What follows belongs to an exercise in optimizing a design on an open flow for small area, a short achievable clock period and few clock cycles per item; a production flow would make more cautious choices. The RTL was checked by simulation tests, not by an equivalence proof against the original design.

## flow/design.v (module list and top-level ports; edited modules follow where they fit)
// module dvpf_cfg: 54 lines
// module dvpf_chan: 5073 lines
// module dvpf_fa: 4 lines
// module dvpf_ha: 4 lines
// module dvpf_hs: 4 lines
// module dvpf_pg: 4 lines
// module dvpf_gc: 3 lines
// module dvpf_pgn: 4 lines
// module dvpf_gcn: 3 lines
// module dvpf_pgp: 4 lines
// module dvpf_gcp: 3 lines
// module dual_velocity_pi_feedforward: 124 lines
module dual_velocity_pi_feedforward (
	input  logic               clk,
	input  logic               arst_n,
	input  logic               sample_valid,
	output logic               sample_ready,
	input  logic signed [15:0] sample_target_a,
	input  logic signed [15:0] sample_target_b,
	input  logic signed [15:0] sample_speed_a,
	input  logic signed [15:0] sample_speed_b,
	output logic               command_valid,
	input  logic               command_ready,
	output logic signed [10:0] command_drive_a,
	output logic signed [10:0] command_drive_b,
	input  logic               cfg_valid,
	output logic               cfg_ready,
	input  logic [2:0]         cfg_index,
	input  logic [15:0]        cfg_data
);
  // ...
==> flow/flow/run.sh <==
#!/bin/bash
set -euo pipefail
bash standard.sh SETUP_SLACK_MARGIN=${SETUP_MARGIN:-7.45} \
	"BUFFER_PORTS_ARGS=-buffer_cell sky130_fd_sc_hd__buf_2" finish > standard.log 2>&1
==> flow/standard.sh <==
#!/bin/bash
# synth_recipe.tcl (not shown) runs the flow's synth.tcl, then flattens the netlist and writes it again
# the make line also repeats each setting of config.mk as NAME=value (left out here)
make -C /OpenROAD-flow-scripts/flow DESIGN_CONFIG=/design/flow/config.mk WORK_HOME=/design/flow/orfs CLKGATE_MAP_FILE= SYNTH_SCRIPT=/design/flow/synth_recipe.tcl "${@:-finish}"
==> flow/config.mk <==
export PLATFORM = sky130hd
export DESIGN_NAME = dual_velocity_pi_feedforward
export DESIGN_NICKNAME = dual_velocity_pi_feedforward
export VERILOG_FILES = /design/flow/design.v
export SDC_FILE = /design/flow/constraint.sdc
export NUM_CORES = 4
export LEC_CHECK = 0
export CAP_MARGIN = 20
export CORE_MARGIN = 2
export CORE_UTILIZATION = 60
export CTS_CLUSTER_DIAMETER = 80
export CTS_CLUSTER_SIZE = 24
export SLEW_MARGIN = 20
export SYNTH_HIERARCHICAL = 1
export SYNTH_MINIMUM_KEEP_SIZE = 0
==> flow/constraint.sdc <==
create_clock -name core_clock -period 11.0 [get_ports {clk}]
set_input_delay 2.2000 -clock core_clock [delete_from_list [all_inputs] [get_ports {clk}]]
set_output_delay 2.2000 -clock core_clock [all_outputs]
set_load 0.01 [all_outputs]
==> metrics.cfg, run 1 <==
[worst_setup_path]
cp_top_family=adder cells
startpoint=u_cfg.kp[14]$_DFFE_PN0P_
crit_end=u_chan_b.fr1[17]$_DFF_P_
path_max_fanout=18
worst-setup-path-type=reg -> reg
slowest_stage=dfrtp_2

[timing]
period_needed_ns=3.50
finalClockSkew_ns=0.0552

[clocking]
postCtsSetupRepairBufs=7
clkTransAtPathRegs_ns=0.09
cts_tree=yes

[synth]
seq_area_frac_synth_pct=29.6
synth_area_leaders=fa_1, dfxtp_1, xnor2_1
synthMuxAreaShare_pct=2.13

[floorplan]
die_x_um=403
initial_utilization_pct=60.3
core_area_um2=158000
io-pin-count=113

[finish]
layout-drive-gt1-share_pct=14.2
seq_area_share_pct=28.3
multi_input_area_share_pct=62.5
clockBufferCount=98
largest_class=multi-input combinational cells

[grt]
top_usage_layer=met2
grt_pass1_wl_mm=420

[routing]
met1Wirelength_mm=118
vias_per_cell=6.30
drt_pass1_iterations=6

[placed_design]
dp_hpwl_mm=201

[run_status]
run_status=no timing/DRC/antenna violations

Testbench counts, summed over its fixed seeds: cycles 16,224, items 16,000.
==> inputs of run 2 (changes only) <==
==> flow/flow/run.sh (replaced) <==
#!/bin/bash
set -euo pipefail
bash standard.sh SETUP_SLACK_MARGIN=${SETUP_MARGIN:-7.5} \
	"BUFFER_PORTS_ARGS=-buffer_cell sky130_fd_sc_hd__buf_2" finish > standard.log 2>&1
--- a/flow/config.mk
+++ b/flow/config.mk
@@ -7,2 +7,3 @@
 export LEC_CHECK = 0
+export ABC_AREA = 1
 export CAP_MARGIN = 20
@@ -10,4 +11,4 @@
 export CORE_UTILIZATION = 60
-export CTS_CLUSTER_DIAMETER = 80
-export CTS_CLUSTER_SIZE = 24
+export CTS_CLUSTER_DIAMETER = 90
+export CTS_CLUSTER_SIZE = 28
 export SLEW_MARGIN = 20
==> metrics.cfg, run 2 <==
[synth]
ys.flop_type=dfxtp_1  ; unchanged
seq_area_frac_synth_pct=29.4  ; was 29.6%
async_flop_share_pct=19.3  ; unchanged
syn-cell-area_um2=95800  ; was 95,400 um^2
syn_inst=9374  ; was 8,496
synth_edf_count=154  ; unchanged
yosysMostFrequentCell=nand2_1  ; was xnor2_1
synth_top_cell_area_share_pct=24.2  ; was 24.3%
synthesis.nets=11200  ; was 10.3k
synth_area_leaders=fa_1, dfxtp_1, xor2_1  ; was fa_1, dfxtp_1, xnor2_1
synth_common_cells=nand2_1, xor2_1, fa_1  ; was xnor2_1, fa_1, a22oi_1
synth.distinct_cells=44  ; was 73
yosysTopAreaCell=fa_1  ; unchanged
ys_ff_latch=1270  ; unchanged
syn_area_per_cell_um2=10.2  ; was 11.2 um^2
yosysWarnings=9  ; unchanged

[finish]
top_register=ring  ; unchanged
largest_reg_flops=154  ; unchanged
reg_top3=ring x154, u_chan_a.fr0 x33, u_chan_b.fr0 x33  ; unchanged
fillerInstances=13000  ; was 12.7k
mostFrequentLayoutCells=nand2_1, xor2_1, fa_1  ; was xnor2_1, fa_1, a22oi_1
finish.utilization_pct=64.8  ; was 63.6%
layout-drive-gt1-share_pct=14.5  ; was 14.2%
layout_commonest_cell=nand2_1  ; was xnor2_1
nets=11300  ; was 9,961
syn_to_final_growth_pct=7.20  ; was 5.50%

[routing]
drtIter0Drc=7332  ; was 6,524
route.detailed.drc=0  ; unchanged
vias=69800  ; was 64.7k
drt_wl_total_mm=289  ; was 275 mm
vias_per_cell=6.05  ; was 6.30
wl_per_cell_um=25.1  ; was 26.8 um
drt_pass1_iterations=5  ; was 6
antenna_left=0  ; unchanged

[timing]
drv_slew=0  ; unchanged
period_needed_ns=3.52  ; was 3.50 ns
finalClockSkew_ns=0.0503  ; was 0.0552 ns
fin_setup_tns_ns=0  ; unchanged
finalCritPeriodShare_pct=32.0  ; was 31.9%
hold_viol_final=0  ; unchanged
worst_pin_slew_ns=1.02  ; was 1.17 ns
maxSlewHeadroom_pct=31.2  ; was 21.3%
setup_viol=0  ; unchanged
rsz0062_at_grt=yes  ; unchanged
fmax_ghz=0.284  ; was 0.285 GHz

[worst_setup_path]
end_kind=register  ; unchanged
start_kind=register  ; unchanged
path_max_fanout=7  ; was 18
crit_arrival_ns=4.13  ; was 4.08 ns
critPathRequiredTime_ns=11.61  ; was 11.58 ns
worst-setup-path-type=reg -> reg  ; unchanged

[grt]
grt_max_degree=138  ; was 127
grt_pass1_wl_mm=433  ; was 420 mm
overflow=0  ; unchanged
antenna_found_initial=10  ; was 15
grt_pass1_vias=69600  ; was 66.7k
track_usage_pct=35.1  ; was 34.1%

[run]
cap_violations=0  ; unchanged

[placed_design]
port_buffers=111  ; unchanged
place_congestion=0.943  ; was 0.910
dp_hpwl_mm=212  ; was 201 mm

[floorplan]
row_count=146  ; unchanged
die_area_um2=163000  ; was 162,000 um^2
core_area_um2=158000  ; about the same
io-pin-count=113  ; unchanged
die_y_um=404  ; was 403 um
initial_utilization_pct=60.5  ; was 60.3%
die_x_um=404  ; was 403 um

[clocking]
clock-sinks=1270  ; unchanged
clkTransAtPathRegs_ns=0.10  ; was 0.09 ns
cts_buffers=69  ; was 85
cts_tree=yes  ; unchanged
cts_root_buf=clkbuf_16  ; unchanged
clock_latency_ns=0.72  ; was 0.76 ns
h-tree-depth=3  ; unchanged
cts.path.max_buffers=3  ; unchanged
cts_hold_buf=0  ; unchanged

[run_status]
run_status=no timing/DRC/antenna violations  ; unchanged

[hold_path]
hold_class=reg -> reg  ; unchanged

-- run 2: layer usage --
metal | vias up | share of wire, % | global-route usage, %
met5 | - | 0.023 | 0
met4 | 6 | 4.3 | 14.0
met3 | 608 | 11 | 8.58
met2 | 3666 | 43 | 52.6
met1 | 34700 | 42 | 49.3
li1 | 30900 | - | -
-- run 2: kinds of logic (layout without fill, tap and decap cells) --
family | Yosys count | in the layout | share of synthesized area (%)
XOR/XNOR | 1339 | 1339 | 12.3
buffers and inverters | 1366 | 1466 | 6.27
AO/OA/AOI/OAI | 1741 | 1741 | 12.1
AND/OR/NAND/NOR | 1905 | 1907 | 7.97
other | 1 | 2 | 0.00391
adder cells (fa/ha/maj) | 1752 | 1752 | 32.0
flip-flops | 1270 | 1270 | 29.4
-- run 2: critical path: stages, from the launching register on --
cell,delay (ns)
dfrtp_4,0.59
o21ai_0,0.54
xor2_1,0.36
fa_1,0.50
fa_1,0.47
fa_1,0.55
fa_1,0.40
-- run 2: through the flow --
| stage | worst slack [ns] | std cells | cell area, um^2 | hold WS (ns) |
|---|---|---|---|---|
| floorplan | 7.52 | 9374 | 95800 | 0.310 |
| global placement | 6.72 | 11100 | 96700 | 0.311 |
| detailed placement | 6.70 | 11100 | 96800 | 0.312 |
| CTS | 7.43 | 11400 | 100000 | 0.331 |
| global route | 7.41 | 11500 | 103000 | 0.327 |
| finish | 7.48 | 11500 | 103000 | 0.330 |
-- run 2: repair_timing --
| item | 4_1_cts | 5_1_grt |
|---|---|---|
| gates cloned | 0 | 6 |
| setup buffers | 120 | 184 |
| pin swaps | 1 | 29 |
| resized for setup | 92 | 207 |
| hold endpoints to repair | 0 | 0 |
| setup endpoints to repair | 219 | 245 |
-- run 2: per-module statistics from Yosys, one instance, submodules excluded --
module                        cells  flops+latches  times used  area, um^2
dvpf_pgn                          2              0         210        12.5
dvpf_ha                           1              0         492        12.5
dvpf_gcp                          1              0          90        5.00
dvpf_chan                      2616            467           2       23200
dvpf_hs                           2              0          34        16.3
dvpf_cfg                        554            139           1        5170
dvpf_gcn                          1              0         114        8.76
dvpf_pgp                          2              0          76        12.5
dvpf_fa                           1              0        1138        20.0
dual_velocity_pi_feedforward   1114            197           1        9780
-- run 2: layout make-up --
class	count	area (um^2)	area share, %
inverter	862	3630	3.54
timing repair buffer	473	3500	3.41
antenna	1	2.50	0.00244
timing repair inverter	4	25.0	0.0244
multi-input combinational	6740	62000	60.4
clock buffer	85	1870	1.82
clock inverter	42	671	0.653
tap	2072	2590	2.52
sequential	1270	28400	27.6
-- run 2: worst paths after layout --
kind	startpoint	slack, ns	to	cells past startpoint
worst min register to register	u_chan_b.e1[16]$_DFF_P_	0.33	u_chan_b.e2[16]$_DFF_P_	0
min in group asynchronous	arst_n	1.38	u_chan_b.integ_q[10]$_DFFE_PN0P_	1
max in group asynchronous	arst_n	7.83	u_cfg.kf[5]$_DFFE_PN0P_	3
worst max-delay path	u_cfg.kp[17]$_DFFE_PN0P_	7.48	u_chan_a.fr1[20]$_DFF_P_	6
worst min-delay path	u_chan_b.e1[16]$_DFF_P_	0.33	u_chan_b.e2[16]$_DFF_P_	0
worst max register to register	u_cfg.kp[17]$_DFFE_PN0P_	7.48	u_chan_a.fr1[20]$_DFF_P_	6
==> inputs of run 3 (changes only) <==
==> flow/flow/run.sh (replaced) <==
#!/bin/bash
set -euo pipefail
bash standard.sh SETUP_SLACK_MARGIN=${SETUP_MARGIN:-7.7} \
	"BUFFER_PORTS_ARGS=-buffer_cell sky130_fd_sc_hd__buf_2" finish > standard.log 2>&1
--- a/flow/config.mk
+++ b/flow/config.mk
@@ -7,3 +7,2 @@
 export LEC_CHECK = 0
-export ABC_AREA = 1
 export CAP_MARGIN = 20
@@ -11,4 +10,4 @@
 export CORE_UTILIZATION = 60
-export CTS_CLUSTER_DIAMETER = 90
-export CTS_CLUSTER_SIZE = 28
+export CTS_CLUSTER_DIAMETER = 100
+export CTS_CLUSTER_SIZE = 30
 export SLEW_MARGIN = 20
==> metrics.cfg, run 3 <==
[run_status]
run_status=no timing/DRC/antenna violations  ; unchanged

[routing]
vias=64800  ; was 69.8k
drt_wl_total_mm=280  ; was 289 mm
route.detailed.drc=0  ; unchanged
vias_per_cell=6.28  ; was 6.05
drtIter0Drc=6255  ; was 7,332
wl_per_cell_um=27.1  ; was 25.1 um
antenna_left=0  ; unchanged
drt_pass1_iterations=6  ; was 5

[timing]
fin_setup_tns_ns=0  ; unchanged
worst_pin_slew_ns=1.13  ; was 1.02 ns
finalClockSkew_ns=0.0316  ; was 0.0503 ns
rsz0062_at_grt=yes  ; unchanged
drv_slew=0  ; unchanged
period_needed_ns=3.48  ; was 3.52 ns
finalCritPeriodShare_pct=31.7  ; was 32.0%
setup_viol=0  ; unchanged
fmax_ghz=0.287  ; was 0.284 GHz
maxSlewHeadroom_pct=22.6  ; was 31.2%
fin_ws_ns=7.52  ; was 7.48 ns
hold_viol_final=0  ; unchanged

[grt]
grt_pass1_wl_mm=422  ; was 433 mm
grt_pass1_vias=66500  ; was 69.6k
overflow=0  ; unchanged
track_usage_pct=34.2  ; was 35.1%
grt_max_degree=132  ; was 138
antenna_found_initial=14  ; was 10

[placed_design]
dp_hpwl_mm=199  ; was 212 mm
post-place-ws_ns=6.63  ; was 6.70 ns
port_buffers=111  ; unchanged
place_congestion=0.896  ; was 0.943

[finish]
syn_to_final_growth_pct=6.65  ; was 7.20%
fillerInstances=12500  ; was 13.0k
top_register=ring  ; unchanged
regArea_um2=28600  ; was 28,400 um^2
nets=10000  ; was 11.3k
mostFrequentLayoutCells=xnor2_1, fa_1, a22oi_1  ; was nand2_1, xor2_1, fa_1
layout-drive-gt1-share_pct=16.6  ; was 14.5%
reg_top3=ring x154, u_chan_a.fr0 x33, u_chan_b.fr0 x33  ; unchanged
finish.utilization_pct=64.3  ; was 64.8%
layout_commonest_cell=xnor2_1  ; was nand2_1
multi_input_area_um2=63500  ; was 62,000 um^2
largest_reg_flops=154  ; unchanged

[worst_setup_path]
start_kind=register  ; unchanged
crit_arrival_ns=1.28  ; was 4.13 ns
cp_top_family=flip-flops  ; was adder cells
max_stage_delay_ns=0.43  ; was 0.59 ns
end_kind=output pin  ; was register
path_max_fanout=2  ; was 7
path_cells=buf_6  ; was o21ai_0 -> xor2_1 -> fa_1 -> fa_1 -> fa_1 -> fa_1
worst-setup-path-type=reg -> out  ; was reg -> reg
slowest_stage=dfrtp_2  ; was dfrtp_4
critPathRequiredTime_ns=8.80  ; was 11.61 ns
cp_num_buf_inv=1  ; was 0

[synth]
synth_edf_count=154  ; unchanged
ys_ff_latch=1270  ; unchanged
yosysMostFrequentCell=xnor2_1  ; was nand2_1
yosysWarnings=9  ; unchanged
syn_inst=8496  ; was 9,374
synth.distinct_cells=73  ; was 44
syn-cell-area_um2=95400  ; was 95,800 um^2
synth_area_leaders=fa_1, dfxtp_1, xnor2_1  ; was fa_1, dfxtp_1, xor2_1
yosysTopAreaCell=fa_1  ; unchanged
syn_area_per_cell_um2=11.2  ; was 10.2 um^2
ys.flop_type=dfxtp_1  ; unchanged
seq_area_frac_synth_pct=29.6  ; was 29.4%
synth_top_cell_area_share_pct=24.3  ; was 24.2%
async_flop_share_pct=19.3  ; unchanged
synth_common_cells=xnor2_1, fa_1, a22oi_1  ; was nand2_1, xor2_1, fa_1
synthesis.nets=10300  ; was 11.2k

[clocking]
cts_buffers=55  ; was 69
clock_latency_ns=0.73  ; was 0.72 ns
clkTransAtPathRegs_ns=0.11  ; was 0.10 ns
cts_tree=yes  ; unchanged
cts_root_buf=clkbuf_16  ; unchanged
h-tree-depth=2  ; was 3
cts.path.max_buffers=3  ; unchanged
cts_hold_buf=0  ; unchanged
clock-sinks=1270  ; unchanged

[floorplan]
core_area_um2=158000  ; about the same
die_y_um=403  ; was 404 um
initial_utilization_pct=60.3  ; was 60.5%
row_count=146  ; unchanged
io-pin-count=113  ; unchanged
die_area_um2=162000  ; was 163,000 um^2
die_x_um=403  ; was 404 um

[run]
cap_violations=0  ; unchanged

[hold_path]
hold_class=reg -> reg  ; unchanged

run 3: cell type report:
class | instances | share of cell area [%]
diodes | 8 | 0.0197
repair buffers | 383 | 3.47
inverters | 450 | 1.66
clock inverters | 22 | 0.314
flip-flops and latches | 1270 | 28.1
well taps | 2072 | 2.55
clock buffers | 82 | 1.49
multi-input cells | 6028 | 62.4
run 3: timing repair:
action | 4_1_cts | 5_1_grt
buffers inserted | 77 | 54
pin swaps | 51 | 103
setup endpoints to repair | 449 | 348
gates cloned | 3 | 3
resized for setup | 318 | 234
run 3: metal layers:
| metal | wire [um] | track usage [%] | vias to the layer above |
|---|---|---|---|
| met3 | 28700 | 8.18 | 541 |
| met2 | 123000 | 52.1 | 3138 |
| met4 | 9790 | 10.5 | 8 |
| li1 | - | - | 28100 |
| met1 | 118000 | 48.5 | 33000 |
| met5 | 42 | 0 | - |
run 3: worst reg2reg max path: stages, from the launching register on:
cell and delay, ns:
dfrtp_2 0.43, fa_2 0.47, buf_6 0.14, fa_1 0.58, ha_4 0.22, a21oi_2 0.13
o21ai_2 0.07, a21oi_2 0.17, o21ai_4 0.09, a21oi_2 0.17, xnor2_2 0.13, buf_6 0.16
buf_12 0.14, nand3b_1 0.16, buf_12 0.17, o22ai_2 0.07
run 3: path summary, 6_finish.rpt:
kind                       slack [ns]  cells after the start                        startpoint                                to
setup / recovery                 7.52                      1           command_valid$_DFF_PN0_                     command_valid
hold / removal                   0.33                      0            u_chan_b.e1[2]$_DFF_P_            u_chan_b.e2[2]$_DFF_P_
setup reg to reg                 7.56                     15  u_chan_b.integ_q[11]$_DFFE_PN0P_   u_chan_b.integ_q[3]$_DFFE_PN0P_
hold reg to reg                  0.33                      0            u_chan_b.e1[2]$_DFF_P_            u_chan_b.e2[2]$_DFF_P_
max in group asynchronous        7.96                      3                            arst_n          u_cfg.kf[10]$_DFFE_PN0P_
min in group asynchronous        1.39                      1                            arst_n  u_chan_b.integ_q[10]$_DFFE_PN0P_
run 3: kinds of logic after synthesis:
group           share of synthesized area [%]
xor+xnor                                 12.4
compound gates                           15.0
buf+inv                                  4.95
fa+ha+maj                                32.1
other cells                           0.00393
simple gates                             3.80
mux                                      2.13
flops                                    29.6
run 3: metrics by stage:
stage | cell area, um^2 | hold WS, ns | cells
after floorplan | 95500 | 0.310 | 8496
after global placement | 96700 | 0.312 | 10100
after detailed placement | 96700 | 0.312 | 10100
after CTS | 100000 | 0.332 | 10300
after global routing | 102000 | 0.334 | 10300
final | 102000 | 0.329 | 10300
run 3: Yosys stat by module, one instance, submodules excluded, a selection:
| module | cells inside | flops+latches | times used |
|---|---|---|---|
| dvpf_gcp | 1 | 0 | 90 |
| dual_velocity_pi_feedforward | 707 | 197 | 1 |
| dvpf_pgp | 2 | 0 | 76 |
| dvpf_cfg | 465 | 139 | 1 |
| dvpf_ha | 1 | 0 | 492 |
| dvpf_pgn | 2 | 0 | 210 |
| dvpf_gcn | 1 | 0 | 114 |
| dvpf_fa | 1 | 0 | 1138 |
==> module dvpf_cfg, before the edit <==
module dvpf_cfg (
	input  logic                                 clk,
	input  logic                                 arst_n,
	input  logic                                 cfg_valid,
	output logic                                 cfg_ready,
	input  logic [dvpf_pkg::CFG_INDEX_WIDTH-1:0] cfg_index,
	input  logic [dvpf_pkg::CFG_DATA_WIDTH-1:0]  cfg_data,
	output dvpf_pkg::booth_t                     kf,
	output dvpf_pkg::booth_t                     ka,
	output dvpf_pkg::booth_t                     kp,
	output dvpf_pkg::booth_t                     ki,
	output logic                                 ki_top,
	output logic [dvpf_pkg::LIMIT_WIDTH-1:0]     lim_hi_n,
	output logic [dvpf_pkg::LIMIT_WIDTH-1:0]     lim_lo_n
);
	dvpf_pkg::booth_t                     enc;
	logic                                 wr_q;
	logic [dvpf_pkg::CFG_INDEX_WIDTH-1:0] idx_q;
	logic [dvpf_pkg::CFG_DATA_WIDTH-1:0]  data_q;
	assign cfg_ready = 1'b1;
	assign enc       = dvpf_pkg::booth_encode(data_q);
	always_ff @(posedge clk) begin
		idx_q  <= cfg_index;
		data_q <= cfg_data;
	end
	always_ff @(posedge clk or negedge arst_n) begin
		if (!arst_n) begin
			wr_q   <= 1'b0;
			kf     <= '0;
			ka     <= '0;
			kp     <= '0;
			ki     <= '0;
			ki_top <= 1'b0;
			lim_hi_n <= ~dvpf_pkg::INTEG_UPPER_RST;
			lim_lo_n <= ~dvpf_pkg::INTEG_LOWER_RST;
		end else begin
			wr_q <= cfg_valid;
			if (wr_q) begin
				case (idx_q)
					dvpf_pkg::REG_FF_GAIN:     kf <= enc;
					dvpf_pkg::REG_ACCEL_GAIN:  ka <= enc;
					dvpf_pkg::REG_PROP_GAIN:   kp <= enc;
					dvpf_pkg::REG_ISTEP_GAIN: begin
						ki     <= enc;
						ki_top <= data_q[15];
					end
					dvpf_pkg::REG_INTEG_UPPER: lim_hi_n <= ~data_q[dvpf_pkg::LIMIT_WIDTH-1:0];
					dvpf_pkg::REG_INTEG_LOWER: lim_lo_n <= ~data_q[dvpf_pkg::LIMIT_WIDTH-1:0];
					default: ;
				endcase
			end
		end
	end
endmodule
==> module dual_velocity_pi_feedforward, before the edit <==
module dual_velocity_pi_feedforward (
	input  logic               clk,
	input  logic               arst_n,
	input  logic               sample_valid,
	output logic               sample_ready,
	input  logic signed [15:0] sample_target_a,
	input  logic signed [15:0] sample_target_b,
	input  logic signed [15:0] sample_speed_a,
	input  logic signed [15:0] sample_speed_b,
	output logic               command_valid,
	input  logic               command_ready,
	output logic signed [10:0] command_drive_a,
	output logic signed [10:0] command_drive_b,
	input  logic               cfg_valid,
	output logic               cfg_ready,
	input  logic [2:0]         cfg_index,
	input  logic [15:0]        cfg_data
);
	localparam int DEPTH = 5;
	localparam int CREDITS = DEPTH + 2;
	localparam int QD = CREDITS;
	dvpf_pkg::booth_t   kf, ka, kp, ki;
	logic               ki_top;
	logic [10:0]        lim_hi_n, lim_lo_n;
	logic [DEPTH-1:0]   vq;
	logic               push;
	logic signed [10:0] drive_a, drive_b;
	logic               accept, take;
	logic [4:0]         owed, owed_nx;
	logic [2:0]         head, tail, fill, head_inc, tail_inc;
	logic [21:0]        ring [QD];
	logic [21:0]        q0, stay, next;
	assign push     = vq[DEPTH-1];
	assign accept   = sample_valid & sample_ready;
	assign take     = command_valid & command_ready;
	assign head_inc = (head == 3'(QD - 1)) ? 3'd0 : head + 3'd1;
	assign tail_inc = (tail == 3'(QD - 1)) ? 3'd0 : tail + 3'd1;
	assign owed_nx  = owed + 5'(accept) - 5'(take);
	assign stay     = (fill != 3'd0) ? ring[head] : {drive_a, drive_b};
	assign next     = (fill > 3'd1) ? ring[head_inc] : {drive_a, drive_b};
	assign {command_drive_a, command_drive_b} = q0;
	always_ff @(posedge clk or negedge arst_n) begin
		if (!arst_n) begin
			vq            <= '0;
			owed          <= '0;
			sample_ready  <= 1'b0;
			command_valid <= 1'b0;
			head          <= '0;
			tail          <= '0;
			fill          <= '0;
		end else begin
			vq           <= {vq[DEPTH-2:0], accept};
			owed         <= owed_nx;
			if (accept & !take)
				sample_ready <= owed < 5'(CREDITS - 1);
			else if (take & !accept)
				sample_ready <= owed < 5'(CREDITS + 1);
			else
				sample_ready <= owed < 5'(CREDITS);
			if (take) begin
				command_valid <= (fill > 3'd1) | push;
				fill          <= fill - 3'd1 + 3'(push);
				head          <= head_inc;
			end else begin
				command_valid <= (fill != 3'd0) | push;
				fill          <= fill + 3'(push);
			end
			if (push)
				tail <= tail_inc;
		end
	end
	always_ff @(posedge clk) begin
		q0 <= take ? next : stay;
		if (push)
			ring[tail] <= {drive_a, drive_b};
	end
	dvpf_cfg u_cfg (
		.clk       (clk),
		.arst_n    (arst_n),
		.cfg_valid (cfg_valid),
		.cfg_ready (cfg_ready),
		.cfg_index (cfg_index),
		.cfg_data  (cfg_data),
		.kf        (kf),
		.ka        (ka),
		.kp        (kp),
		.ki        (ki),
		.ki_top    (ki_top),
		.lim_hi_n  (lim_hi_n),
		.lim_lo_n  (lim_lo_n)
	);
	dvpf_chan u_chan_a (
		.clk    (clk),
		.arst_n (arst_n),
		.v0     (vq[0]),
		.v2     (vq[2]),
		.kf_one (kf.one), .kf_two (kf.two), .kf_neg (kf.neg),
		.ka_one (ka.one), .ka_two (ka.two), .ka_neg (ka.neg),
		.kp_one (kp.one), .kp_two (kp.two), .kp_neg (kp.neg),
		.ki_one (ki.one), .ki_two (ki.two), .ki_neg (ki.neg),
		.ki_top (ki_top),
		.lim_hi_n (lim_hi_n),
		.lim_lo_n (lim_lo_n),
		.target (sample_target_a),
		.speed  (sample_speed_a),
		.drive  (drive_a)
	);
	dvpf_chan u_chan_b (
		.clk    (clk),
		.arst_n (arst_n),
		.v0     (vq[0]),
		.v2     (vq[2]),
		.kf_one (kf.one), .kf_two (kf.two), .kf_neg (kf.neg),
		.ka_one (ka.one), .ka_two (ka.two), .ka_neg (ka.neg),
		.kp_one (kp.one), .kp_two (kp.two), .kp_neg (kp.neg),
		.ki_one (ki.one), .ki_two (ki.two), .ki_neg (ki.neg),
		.ki_top (ki_top),
		.lim_hi_n (lim_hi_n),
		.lim_lo_n (lim_lo_n),
		.target (sample_target_b),
		.speed  (sample_speed_b),
		.drive  (drive_b)
	);
endmodule
==> inputs of run 4 (changes only) <==
--- a/flow/design.v
+++ b/flow/design.v
@@ -48,15 +48,7 @@
 );
-	dvpf_pkg::booth_t                     enc;
-	logic                                 wr_q;
-	logic [dvpf_pkg::CFG_INDEX_WIDTH-1:0] idx_q;
-	logic [dvpf_pkg::CFG_DATA_WIDTH-1:0]  data_q;
+	dvpf_pkg::booth_t enc;
 	assign cfg_ready = 1'b1;
-	assign enc       = dvpf_pkg::booth_encode(data_q);
-	always_ff @(posedge clk) begin
-		idx_q  <= cfg_index;
-		data_q <= cfg_data;
-	end
+	assign enc       = dvpf_pkg::booth_encode(cfg_data);
 	always_ff @(posedge clk or negedge arst_n) begin
 		if (!arst_n) begin
-			wr_q   <= 1'b0;
 			kf     <= '0;
@@ -68,18 +60,15 @@
 			lim_lo_n <= ~dvpf_pkg::INTEG_LOWER_RST;
-		end else begin
-			wr_q <= cfg_valid;
-			if (wr_q) begin
-				case (idx_q)
-					dvpf_pkg::REG_FF_GAIN:     kf <= enc;
-					dvpf_pkg::REG_ACCEL_GAIN:  ka <= enc;
-					dvpf_pkg::REG_PROP_GAIN:   kp <= enc;
-					dvpf_pkg::REG_ISTEP_GAIN: begin
-						ki     <= enc;
-						ki_top <= data_q[15];
-					end
-					dvpf_pkg::REG_INTEG_UPPER: lim_hi_n <= ~data_q[dvpf_pkg::LIMIT_WIDTH-1:0];
-					dvpf_pkg::REG_INTEG_LOWER: lim_lo_n <= ~data_q[dvpf_pkg::LIMIT_WIDTH-1:0];
-					default: ;
-				endcase
-			end
+		end else if (cfg_valid) begin
+			case (cfg_index)
+				dvpf_pkg::REG_FF_GAIN:     kf <= enc;
+				dvpf_pkg::REG_ACCEL_GAIN:  ka <= enc;
+				dvpf_pkg::REG_PROP_GAIN:   kp <= enc;
+				dvpf_pkg::REG_ISTEP_GAIN: begin
+					ki     <= enc;
+					ki_top <= cfg_data[15];
+				end
+				dvpf_pkg::REG_INTEG_UPPER: lim_hi_n <= ~cfg_data[dvpf_pkg::LIMIT_WIDTH-1:0];
+				dvpf_pkg::REG_INTEG_LOWER: lim_lo_n <= ~cfg_data[dvpf_pkg::LIMIT_WIDTH-1:0];
+				default: ;
+			endcase
 		end
@@ -5193,3 +5182,6 @@
 endmodule
-module dual_velocity_pi_feedforward (
+module dual_velocity_pi_feedforward #(
+	parameter int SPEED_WIDTH    = 16,
+	parameter int GAIN_FRAC_BITS = 8
+) (
 	input  logic               clk,
==> metrics.cfg, run 4 <==
[run_status]
run_status=failed layout checks  ; was no timing/DRC/antenna violations
violations=antenna rules

[placed_design]
port_buffers=111  ; unchanged
place_congestion=0.907  ; was 0.896
dp.cells=10000  ; was 10.1k
dp_hpwl_mm=197  ; was 199 mm
dpl-instance-area_um2=96200  ; was 96,700 um^2

[worst_setup_path]
critPathRequiredTime_ns=8.80  ; about the same
cp_top_family=flip-flops  ; unchanged
slowest_stage=dfrtp_2  ; unchanged
start_kind=register  ; unchanged
rr_endpoint=u_chan_a.integ_q[6]$_DFFE_PN0P_  ; was u_chan_b.integ_q[3]$_DFFE_PN0P_
r2r-start=u_chan_a.integ_q[15]$_DFFE_PN0P_  ; was u_chan_b.integ_q[11]$_DFFE_PN0P_
reg2reg_depth=14  ; was 15
max_stage_delay_ns=0.43  ; about the same
worst-setup-path-type=reg -> out  ; unchanged
path_cells=buf_6  ; unchanged
crit_arrival_ns=1.26  ; was 1.28 ns
end_kind=output pin  ; unchanged
cp_num_buf_inv=1  ; unchanged
path_max_fanout=2  ; unchanged
ff2ff_setup_slack_ns=7.59  ; was 7.56 ns

[grt]
antenna_found_initial=12  ; was 14
overflow=0  ; unchanged
grt_pass1_wl_mm=426  ; was 422 mm
grt_max_degree=88  ; was 132
grt_pass1_vias=67500  ; was 66.5k
track_usage_pct=34.8  ; was 34.2%

[timing]
period_needed_ns=3.46  ; was 3.48 ns
worst_pin_slew_ns=1.22  ; was 1.13 ns
fmax_ghz=0.289  ; was 0.287 GHz
setup_viol=0  ; unchanged
fin_setup_tns_ns=0  ; unchanged
rsz0062_at_grt=yes  ; unchanged
hold_viol_final=0  ; unchanged
finalClockSkew_ns=0.0492  ; was 0.0316 ns
drv_slew=0  ; unchanged
maxSlewHeadroom_pct=18.7  ; was 22.6%
finalCritPeriodShare_pct=31.5  ; was 31.7%

[finish]
nets=10000  ; about the same
largest_reg_flops=154  ; unchanged
syn_to_final_growth_pct=7.71  ; was 6.65%
layout-drive-gt1-share_pct=17.9  ; was 16.6%
top_register=ring  ; unchanged
fin_cells=10300  ; about the same
design_area_um2=102000  ; about the same
mostFrequentLayoutCells=xnor2_1, fa_1, a22oi_1  ; unchanged
reg_top3=ring x154, u_chan_a.fr0 x33, u_chan_b.fr0 x33  ; unchanged
layout_commonest_cell=xnor2_1  ; unchanged
finish.utilization_pct=64.8  ; was 64.3%

[clocking]
clock_latency_ns=0.75  ; was 0.73 ns
clkTransAtPathRegs_ns=0.12  ; was 0.11 ns
clock-sinks=1250  ; was 1,270
cts_root_buf=clkbuf_16  ; unchanged
cts.path.max_buffers=3  ; unchanged
cts_tree=yes  ; unchanged
cts_buffers=53  ; was 55
h-tree-depth=2  ; unchanged

[synth]
synth_area_leaders=fa_1, dfxtp_1, xnor2_1  ; unchanged
yosysTopAreaCell=fa_1  ; unchanged
syn_area_per_cell_um2=11.2  ; about the same
yosysWarnings=9  ; unchanged
async_flop_share_pct=19.5  ; was 19.3%
synth_common_cells=xnor2_1, fa_1, a22oi_1  ; unchanged
synth_top_cell_area_share_pct=24.4  ; was 24.3%
ys.flop_type=dfxtp_1  ; unchanged
syn_inst=8476  ; was 8,496
ys_ff_latch=1250  ; was 1,270
synth_edf_count=154  ; unchanged
yosysMostFrequentCell=xnor2_1  ; unchanged
syn-cell-area_um2=95000  ; was 95,400 um^2
seq_area_frac_synth_pct=29.3  ; was 29.6%
synthesis.nets=10300  ; about the same
synth.distinct_cells=73  ; unchanged

[routing]
drt_pass1_iterations=6  ; unchanged
vias=65600  ; was 64.8k
drtIter0Drc=6605  ; was 6,255
antenna_left=1  ; was 0
vias_per_cell=6.36  ; was 6.28
route.detailed.drc=0  ; unchanged
wl_per_cell_um=27.9  ; was 27.1 um
drt_wl_total_mm=288  ; was 280 mm

[floorplan]
die_area_um2=161000  ; was 162,000 um^2
row_count=146  ; unchanged
io-pin-count=113  ; unchanged
die_x_um=402  ; was 403 um
core_area_um2=158000  ; about the same
initial_utilization_pct=60.2  ; was 60.3%
die_y_um=402  ; was 403 um

[run]
cap_violations=0  ; unchanged

[hold_path]
whs_path_depth=0  ; unchanged
min_from=u_chan_b.e1[8]$_DFF_P_  ; was u_chan_b.e1[2]$_DFF_P_
hold_end=u_chan_b.e2[8]$_DFF_P_  ; was u_chan_b.e2[2]$_DFF_P_
hold_class=reg -> reg  ; unchanged

## run 4: cell count changes after synthesis, sizes merged
cell and delta:
buf -1, clkbuf +1, dfrtp -1, dfxtp -19
## run 4: kinds of logic after synthesis
family | Yosys count | synth area share [%]
flip-flops | 1250 | 29.3
adder cells (fa/ha/maj) | 1755 | 32.3
XOR/XNOR | 1351 | 12.5
buffers and inverters | 1198 | 4.96
AND/OR/NAND/NOR | 798 | 3.81
other | 1 | 0.00395
multiplexers | 166 | 2.14
AO/OA/AOI/OAI | 1957 | 15.1
## run 4: how the worst max path moves through the flow
stage	to	slack [ns]	depth (start not counted)	startpoint
3_3_place_gp	u_cfg.kp[21]$_DFFE_PN0P_	6.44	3	arst_n
6_report	command_valid	7.54	1	command_valid$_DFF_PN0_
3_5_place_dp	u_cfg.kp[21]$_DFFE_PN0P_	6.41	3	arst_n
2_1_floorplan	owed[4]$_DFF_PN0_	7.31	11	command_ready
4_1_cts	command_valid	7.49	1	command_valid$_DFF_PN0_
5_1_grt	command_valid	7.48	1	command_valid$_DFF_PN0_
## run 4: per-stage QoR
step | hold WS, ns | worst slack, ns
2_1_floorplan | 0.310 | 7.31
3_3_place_gp | 0.313 | 6.44
3_5_place_dp | 0.312 | 6.41
4_1_cts | 0.320 | 7.49
5_1_grt | 0.333 | 7.48
6_report | 0.314 | 7.54
## run 4: what timing repair did
action,in CTS,in global routing
hold buffers,0,0
gates resized for setup,391,248
gates cloned,6,2
pin swaps,113,117
endpoints found under the setup margin,385,314
buffers inserted,99,81
## run 4: area by class of cell
class,count,area (um^2)
fill,12300,55500
tap,2072,2590
multi-input combinational,6029,63800
inverter,450,1690
antenna,12,30.0
timing repair buffer,416,4170
sequential,1250,28200
clock inverter,18,238
clock buffer,79,1510
## run 4: layer usage
layer / GRT usage (%) / routed length [um] / vias to the layer above
met3: 8.21 / 29900 / 628
met4: 11.8 / 11700 / 10
met1: 48.6 / 119000 / 33500
met5: 0 / 70 / -
met2: 53.4 / 128000 / 3406
li1: - / - / 28100
## run 4: Yosys stat by module, one instance, submodules excluded, excerpt
| module | area, um^2 | flip-flops and latches | times used |
|---|---|---|---|
| dvpf_chan | 23300 | 467 | 2 |
| dvpf_cfg | 4600 | 119 | 1 |
| dvpf_fa | 20.0 | 0 | 1138 |
| dvpf_hs | 16.3 | 0 | 34 |
| dvpf_pgp | 12.5 | 0 | 76 |
| dvpf_gcn | 8.76 | 0 | 114 |
| dvpf_gcp | 5.00 | 0 | 90 |
Testbench counts of run 4, summed over its fixed seeds: cycles 16,224, items 16,000.
==> inputs of run 5 (changes only) <==
==> flow/flow/run.sh (replaced) <==
#!/bin/bash
set -euo pipefail
bash standard.sh SETUP_SLACK_MARGIN=${SETUP_MARGIN:-7.55} \
	"BUFFER_PORTS_ARGS=-buffer_cell sky130_fd_sc_hd__buf_2" finish > standard.log 2>&1
==> metrics.cfg, run 5 <==
[synth]
yosysTopAreaCell=fa_1  ; unchanged
synth_common_cells=xnor2_1, fa_1, a22oi_1  ; unchanged
synth_area_leaders=fa_1, dfxtp_1, xnor2_1  ; unchanged
yosysMostFrequentCell=xnor2_1  ; unchanged
ys_ff_latch=1250  ; unchanged
seq_area_frac_synth_pct=29.3  ; unchanged
synth_edf_count=154  ; unchanged
ys.flop_type=dfxtp_1  ; unchanged
synth_top_cell_area_share_pct=24.4  ; unchanged
syn_area_per_cell_um2=11.2  ; unchanged
async_flop_share_pct=19.5  ; unchanged
yosysWarnings=9  ; unchanged
synthesis.nets=10300  ; unchanged
synth.distinct_cells=73  ; unchanged
syn-cell-area_um2=95000  ; unchanged
syn_inst=8476  ; unchanged

[clocking]
clock-sinks=1250  ; unchanged
cts_hold_buf=0  ; unchanged
cts_buffers=55  ; was 53
clkTransAtPathRegs_ns=0.12  ; about the same
cts.path.max_buffers=3  ; unchanged
cts_tree=yes  ; unchanged
clock_latency_ns=0.74  ; was 0.75 ns
h-tree-depth=2  ; unchanged
cts_root_buf=clkbuf_16  ; unchanged

[timing]
setup_viol=0  ; unchanged
fin_setup_tns_ns=0  ; unchanged
hold_viol_final=0  ; unchanged
worst_pin_slew_ns=1.27  ; was 1.22 ns
period_needed_ns=3.50  ; was 3.46 ns
rsz0062_at_grt=yes  ; unchanged
drv_slew=0  ; unchanged
finalClockSkew_ns=0.0518  ; was 0.0492 ns
maxSlewHeadroom_pct=15.3  ; was 18.7%
finalCritPeriodShare_pct=31.8  ; was 31.5%
fmax_ghz=0.286  ; was 0.289 GHz

[finish]
fin_cells=10300  ; about the same
top_register=ring  ; unchanged
mostFrequentLayoutCells=xnor2_1, fa_1, a22oi_1  ; unchanged
layout-drive-gt1-share_pct=15.3  ; was 17.9%
layout_commonest_cell=xnor2_1  ; unchanged
largest_reg_flops=154  ; unchanged
nets=9966  ; was 10.0k
reg_top3=ring x154, u_chan_a.fr0 x33, u_chan_b.fr0 x33  ; unchanged
syn_to_final_growth_pct=5.52  ; was 7.71%

[routing]
drt_wl_total_mm=281  ; was 288 mm
wl_met3_mm=28.8  ; was 29.9 mm
drtIter0Drc=6693  ; was 6,605
top_layer=met5  ; unchanged
vias_per_cell=6.29  ; was 6.36
route.detailed.drc=0  ; unchanged
met1Wirelength_mm=118  ; was 119 mm
drt_pass1_iterations=6  ; unchanged
route.met2.wl_mm=124  ; was 128 mm
antenna_left=0  ; was 1
vias=64500  ; was 65.6k
wl_per_cell_um=27.4  ; was 27.9 um

[run_status]
run_status=no timing/DRC/antenna violations  ; was failed layout checks

[worst_setup_path]
critPathRequiredTime_ns=8.80  ; about the same
start_kind=register  ; unchanged
cp_top_family=flip-flops  ; unchanged
slowest_stage=dfrtp_2  ; unchanged
max_stage_delay_ns=0.43  ; about the same
path_depth=1  ; unchanged
cp_num_buf_inv=1  ; unchanged
path_cells=buf_6  ; unchanged
ff2ff_setup_slack_ns=7.53  ; was 7.59 ns
worst-setup-path-type=reg -> out  ; unchanged
reg2reg_depth=6  ; was 14
r2r-start=u_chan_b.e2[3]$_DFF_P_  ; was u_chan_a.integ_q[15]$_DFFE_PN0P_
startpoint=command_valid$_DFF_PN0_  ; unchanged
end_kind=output pin  ; unchanged
path_max_fanout=2  ; unchanged
crit_end=command_valid  ; unchanged
rr_endpoint=u_chan_b.fr1[17]$_DFF_P_  ; was u_chan_a.integ_q[6]$_DFFE_PN0P_
crit_arrival_ns=1.30  ; was 1.26 ns

[floorplan]
die_area_um2=161000  ; unchanged
initial_utilization_pct=60.2  ; unchanged
core_area_um2=158000  ; unchanged
die_x_um=402  ; unchanged
row_count=146  ; unchanged
die_y_um=402  ; unchanged
io-pin-count=113  ; unchanged

[grt]
overflow=0  ; unchanged
grt_pass1_vias=66300  ; was 67.5k
grt_pass1_wl_mm=420  ; was 426 mm
antenna_found_initial=14  ; was 12
grt_max_degree=83  ; was 88
track_usage_pct=34.2  ; was 34.8%

[placed_design]
port_buffers=111  ; unchanged
dp_hpwl_mm=199  ; was 197 mm
place_congestion=0.912  ; was 0.907
dp.cells=10000  ; about the same

[run]
cap_violations=0  ; unchanged

[hold_path]
hold_class=reg -> reg  ; unchanged
whs_path_depth=0  ; unchanged

## run 5: cell counts after synthesis
No cell type changed its count.
## run 5: worst min path at each step
stage / end / slack [ns] / start
after floorplan: u_chan_a.e2[0]$_DFF_P_ / 0.31 / u_chan_a.e1[0]$_DFF_P_
after global placement: u_chan_a.e2[1]$_DFF_P_ / 0.31 / u_chan_a.e1[1]$_DFF_P_
after detailed placement: u_chan_a.e2[0]$_DFF_P_ / 0.31 / u_chan_a.e1[0]$_DFF_P_
after CTS: u_chan_b.e2[12]$_DFF_P_ / 0.34 / u_chan_b.e1[12]$_DFF_P_
after global routing: u_chan_b.e2[16]$_DFF_P_ / 0.34 / u_chan_b.e1[16]$_DFF_P_
final: u_chan_b.e2[12]$_DFF_P_ / 0.33 / u_chan_b.e1[12]$_DFF_P_
## run 5: area by class of cell
class                   instances  area (um^2)
multi-input cells            6029        63100
clock buffers                  79         1510
flip-flops and latches       1250        28200
diodes                         10         25.0
repair buffers                340         2770
fillers                     12700        57600
clock inverters                24          335
well taps                    2072         2590
inverters                     450         1690
## run 5: through the flow
| step | hold WS (ns) | worst slack (ns) | area [um^2] | utilization [%] |
|---|---|---|---|---|
| 2_1_floorplan | 0.310 | 7.31 | 95000 | - |
| 3_3_place_gp | 0.312 | 6.59 | 96300 | 61.0 |
| 3_5_place_dp | 0.312 | 6.56 | 96300 | 61.0 |
| 4_1_cts | 0.336 | 7.46 | 98900 | 62.7 |
| 5_1_grt | 0.337 | 7.41 | 100000 | 63.5 |
| 6_report | 0.329 | 7.50 | 100000 | 63.5 |
## run 5: timing repair
action | 4_1_cts | 5_1_grt
setup buffers | 33 | 63
gates resized for setup | 154 | 212
endpoints found under the hold margin | 0 | 0
setup endpoints to repair | 311 | 297
cloned | 4 | 1
pin swaps | 18 | 73
## run 5: logic make-up (layout without fill, tap and decap cells)
group           Yosys count  count (layout)  share of synthesized area (%)
compound gates         1957            1957                           15.1
xor+xnor               1351            1352                           12.5
fa+ha+maj              1755            1755                           32.3
buf+inv                1198             893                           4.96
flops                  1250            1250                           29.3
mux                     166             166                           2.14
other cells               1              11                        0.00395
simple gates            798             798                           3.81
## run 5: Yosys stat by module (local to each module, per instance), excerpt
| module | cell area, um^2 | cells | flip-flops and latches | copies in the design |
|---|---|---|---|---|
| dvpf_chan | 23300 | 2425 | 467 | 2 |
| dvpf_fa | 20.0 | 1 | 0 | 1138 |
| dvpf_gcp | 5.00 | 1 | 0 | 90 |
| dvpf_hs | 16.3 | 2 | 0 | 34 |
| dual_velocity_pi_feedforward | 9360 | 707 | 197 | 1 |
| dvpf_pgp | 12.5 | 2 | 0 | 76 |
| dvpf_gcn | 8.76 | 1 | 0 | 114 |
## run 5: per-layer routing
layer | vias up | GRT usage (%)
met5 | - | 0
met4 | 10 | 10.4
met3 | 450 | 8.32
met2 | 3114 | 52.4
met1 | 33000 | 48.3
li1 | 28000 | -
==> inputs of run 6 (changes only) <==
==> flow/flow/run.sh (replaced) <==
#!/bin/bash
set -euo pipefail
bash standard.sh SETUP_SLACK_MARGIN=${SETUP_MARGIN:-7.6} \
	"BUFFER_PORTS_ARGS=-buffer_cell sky130_fd_sc_hd__buf_2" finish > standard.log 2>&1
--- a/flow/config.mk
+++ b/flow/config.mk
@@ -10,4 +10,4 @@
 export CORE_UTILIZATION = 60
-export CTS_CLUSTER_DIAMETER = 100
-export CTS_CLUSTER_SIZE = 30
+export CTS_CLUSTER_DIAMETER = 90
+export CTS_CLUSTER_SIZE = 28
 export SLEW_MARGIN = 20
==> metrics.cfg, run 6 <==
[run_status]
run_status=no timing/DRC/antenna violations  ; unchanged

[synth]
ys_ff_latch=1250  ; unchanged
synth_top_cell_area_share_pct=24.4  ; unchanged
synth_area_leaders=fa_1, dfxtp_1, xnor2_1  ; unchanged
syn_inst=8476  ; unchanged
syn_area_per_cell_um2=11.2  ; unchanged
seq_area_frac_synth_pct=29.3  ; unchanged
syn-cell-area_um2=95000  ; unchanged
async_flop_share_pct=19.5  ; unchanged
yosysWarnings=9  ; unchanged
synth.distinct_cells=73  ; unchanged
ys.flop_type=dfxtp_1  ; unchanged
synth_edf_count=154  ; unchanged
synth_common_cells=xnor2_1, fa_1, a22oi_1  ; unchanged
yosysTopAreaCell=fa_1  ; unchanged
synthesis.nets=10300  ; unchanged
yosysMostFrequentCell=xnor2_1  ; unchanged

[finish]
largest_reg_flops=154  ; unchanged
layout_commonest_cell=xnor2_1  ; unchanged
reg_top3=ring x154, u_chan_a.fr0 x33, u_chan_b.fr0 x33  ; unchanged
syn_to_final_growth_pct=6.45  ; was 5.52%
layout-drive-gt1-share_pct=15.8  ; was 15.3%
multi_input_area_um2=63300  ; was 63,100 um^2
top_register=ring  ; unchanged
mostFrequentLayoutCells=xnor2_1, fa_1, a22oi_1  ; unchanged
design_area_um2=101000  ; was 100,000 um^2
fillerInstances=12600  ; was 12.7k
nets=9972  ; was 9,966
regArea_um2=28200  ; about the same

[grt]
grt_util_met2_pct=51.9  ; was 52.4%
gr-usage-met1_pct=49.4  ; was 48.3%
top_usage_layer=met2  ; unchanged
antenna_found_initial=16  ; was 14
grt_pass1_wl_mm=422  ; was 420 mm
track_usage_pct=34.4  ; was 34.2%
grt_max_degree=136  ; was 83
grt_use_met3_pct=7.73  ; was 8.32%
grt_pass1_vias=67000  ; was 66.3k
overflow=0  ; unchanged

[floorplan]
io-pin-count=113  ; unchanged
die_y_um=402  ; unchanged
initial_utilization_pct=60.2  ; unchanged
die_x_um=402  ; unchanged
die_area_um2=161000  ; unchanged
core_area_um2=158000  ; unchanged
row_count=146  ; unchanged

[routing]
antenna_left=0  ; unchanged
route.detailed.drc=0  ; unchanged
drtIter0Drc=6665  ; was 6,693
vias=65000  ; was 64.5k
wl_per_cell_um=27.6  ; was 27.4 um
vias_per_cell=6.33  ; was 6.29
drt_wl_total_mm=283  ; was 281 mm
drt_pass1_iterations=8  ; was 6

[worst_setup_path]
startpoint=command_valid$_DFF_PN0_  ; unchanged
slowest_stage=dfrtp_2  ; unchanged
r2r-start=u_chan_a.integ_q[13]$_DFFE_PN0P_  ; was u_chan_b.e2[3]$_DFF_P_
ff2ff_setup_slack_ns=7.60  ; was 7.53 ns
critPathRequiredTime_ns=8.80  ; about the same
path_cells=buf_6  ; unchanged
cp_num_buf_inv=1  ; unchanged
start_kind=register  ; unchanged
reg2reg_depth=13  ; was 6
path_max_fanout=2  ; unchanged
worst-setup-path-type=reg -> out  ; unchanged
crit_end=command_valid  ; unchanged
crit_arrival_ns=1.25  ; was 1.30 ns
path_depth=1  ; unchanged
cp_top_family=flip-flops  ; unchanged
end_kind=output pin  ; unchanged
rr_endpoint=u_chan_a.integ_q[8]$_DFFE_PN0P_  ; was u_chan_b.fr1[17]$_DFF_P_
max_stage_delay_ns=0.42  ; was 0.43 ns

[timing]
holdWs_ns=0.328  ; was 0.329 ns
rsz0062_at_grt=yes  ; unchanged
finalCritPeriodShare_pct=31.3  ; was 31.8%
maxSlewHeadroom_pct=12.5  ; was 15.3%
worst_pin_slew_ns=1.31  ; was 1.27 ns
period_needed_ns=3.45  ; was 3.50 ns
setup_viol=0  ; unchanged
fin_setup_tns_ns=0  ; unchanged
drv_slew=0  ; unchanged
fmax_ghz=0.290  ; was 0.286 GHz
finalClockSkew_ns=0.0329  ; was 0.0518 ns
hold_viol_final=0  ; unchanged

[placed_design]
dpl-instance-area_um2=96200  ; was 96,300 um^2
place_congestion=0.900  ; was 0.912
port_buffers=111  ; unchanged
dp_hpwl_mm=200  ; was 199 mm

[clocking]
cts_buffers=67  ; was 55
clock-sinks=1250  ; unchanged
cts_tree=yes  ; unchanged
h-tree-depth=3  ; was 2
cts_hold_buf=0  ; unchanged
cts_root_buf=clkbuf_16  ; unchanged
clkTransAtPathRegs_ns=0.11  ; was 0.12 ns
clock_latency_ns=0.71  ; was 0.74 ns
cts.path.max_buffers=3  ; unchanged

[hold_path]
hold_class=reg -> reg  ; unchanged

[run]
cap_violations=0  ; unchanged

-- run 6: worst min path at each step --
stage | startpoint | depth (start not counted) | end | slack, ns
floorplan | u_chan_a.e1[0]$_DFF_P_ | 0 | u_chan_a.e2[0]$_DFF_P_ | 0.31
detailed placement | u_chan_b.e1[14]$_DFF_P_ | 0 | u_chan_b.e2[14]$_DFF_P_ | 0.31
global route | u_chan_b.e1[8]$_DFF_P_ | 0 | u_chan_b.e2[8]$_DFF_P_ | 0.34
finish | u_chan_b.e1[6]$_DFF_P_ | 0 | u_chan_b.e2[6]$_DFF_P_ | 0.33
CTS | u_chan_b.e1[6]$_DFF_P_ | 0 | u_chan_b.e2[6]$_DFF_P_ | 0.33
global placement | u_chan_b.e1[12]$_DFF_P_ | 0 | u_chan_b.e2[12]$_DFF_P_ | 0.31
-- run 6: repair_timing --
item                                    in CTS  in global routing
pin swaps                                   11                 74
gates cloned                                 3                  3
resized for setup                          200                225
setup buffers                               27                 68
endpoints found under the setup margin     319                307
-- run 6: cell type report --
class                   count  share of cell area (%)
repair buffers            333                    2.94
clock inverters            33                   0.463
multi-input cells        6030                    62.6
well taps                2072                    2.56
diodes                      8                  0.0198
inverters                 450                    1.67
flip-flops and latches   1250                    27.9
clock buffers              89                    1.86
-- run 6: Yosys stat by module, one instance, submodules excluded --
module,flip-flops and latches,copies in the design,cell area (um^2)
dvpf_fa,0,1138,20.0
dvpf_gcn,0,114,8.76
dvpf_pgn,0,210,12.5
dvpf_pgp,0,76,12.5
dvpf_hs,0,34,16.3
dvpf_cfg,119,1,4600
dvpf_chan,467,2,23300
dvpf_ha,0,492,12.5
dual_velocity_pi_feedforward,197,1,9360
dvpf_gcp,0,90,5.00
-- run 6: cell families after synthesis --
family / share of synthesized area (%)
AND/OR/NAND/NOR: 3.81
flip-flops: 29.3
XOR/XNOR: 12.5
other: 0.00395
AO/OA/AOI/OAI: 15.1
adder cells (fa/ha/maj): 32.3
multiplexers: 2.14
buffers and inverters: 4.96
-- run 6: stage by stage --
stage	std cells	utilization [%]	setup WS, ns
2_1_floorplan	8476	-	7.31
3_3_place_gp	10000	61.0	6.68
3_5_place_dp	10000	61.0	6.62
4_1_cts	10200	63.0	7.51
5_1_grt	10300	64.0	7.42
6_report	10300	64.1	7.55
-- run 6: per-layer routing --
metal	up-vias	routed length, um
met2	3360	124000
met4	12	10200
met5	-	292
li1	28000	-
met1	33000	119000
met3	545	29000

[afterwards: timing with drivers on the ports]
The flow's constraints put no driver on any port. The routed layouts listed below were extracted and timed again, unchanged, in two steps. Step 1 assumes that a clkbuf_16 drives the clock port and a buf_2 every other input. Step 2, shift: input delay + t, output delay - t, t = (earliest + latest rising clock arrival at the registers) / 2. This alone moves slack from input paths to output paths. Slacks: no drivers / after step 1 / after step 2; pairs: no drivers / after step 1.
run | t (ns) | setup slack, ns | worst hold slack (ns) | worst setup path at the end | cell pins on the clock port's net
run 1 | 0.816 | 7.495 / 7.429 / 7.148 | 0.329 / 0.329 / 0.329 | input to register | 1
run 2 | 0.796 | 7.482 / 7.403 / 7.071 | 0.330 / 0.330 / 0.330 | input, reset recovery | 1
run 3 | 0.801 | 7.517 / 7.434 / 7.148 | 0.329 / 0.329 / 0.329 | input to register | 1
run 4 | 0.821 | 7.539 / 7.447 / 7.115 | 0.314 / 0.314 / 0.314 | input to register | 1
run 5 | 0.807 | 7.502 / 7.409 / 7.089 | 0.329 / 0.329 / 0.329 | input, reset recovery | 1
run 6 | 0.789 | 7.554 / 7.460 / 7.022 | 0.328 / 0.328 / 0.328 | input to register | 1
For run 6, which loses most, drivers alone change the setup slack by -0.094 ns; drivers and shift together by -0.532 ns. Setup slack includes reset recovery checks.
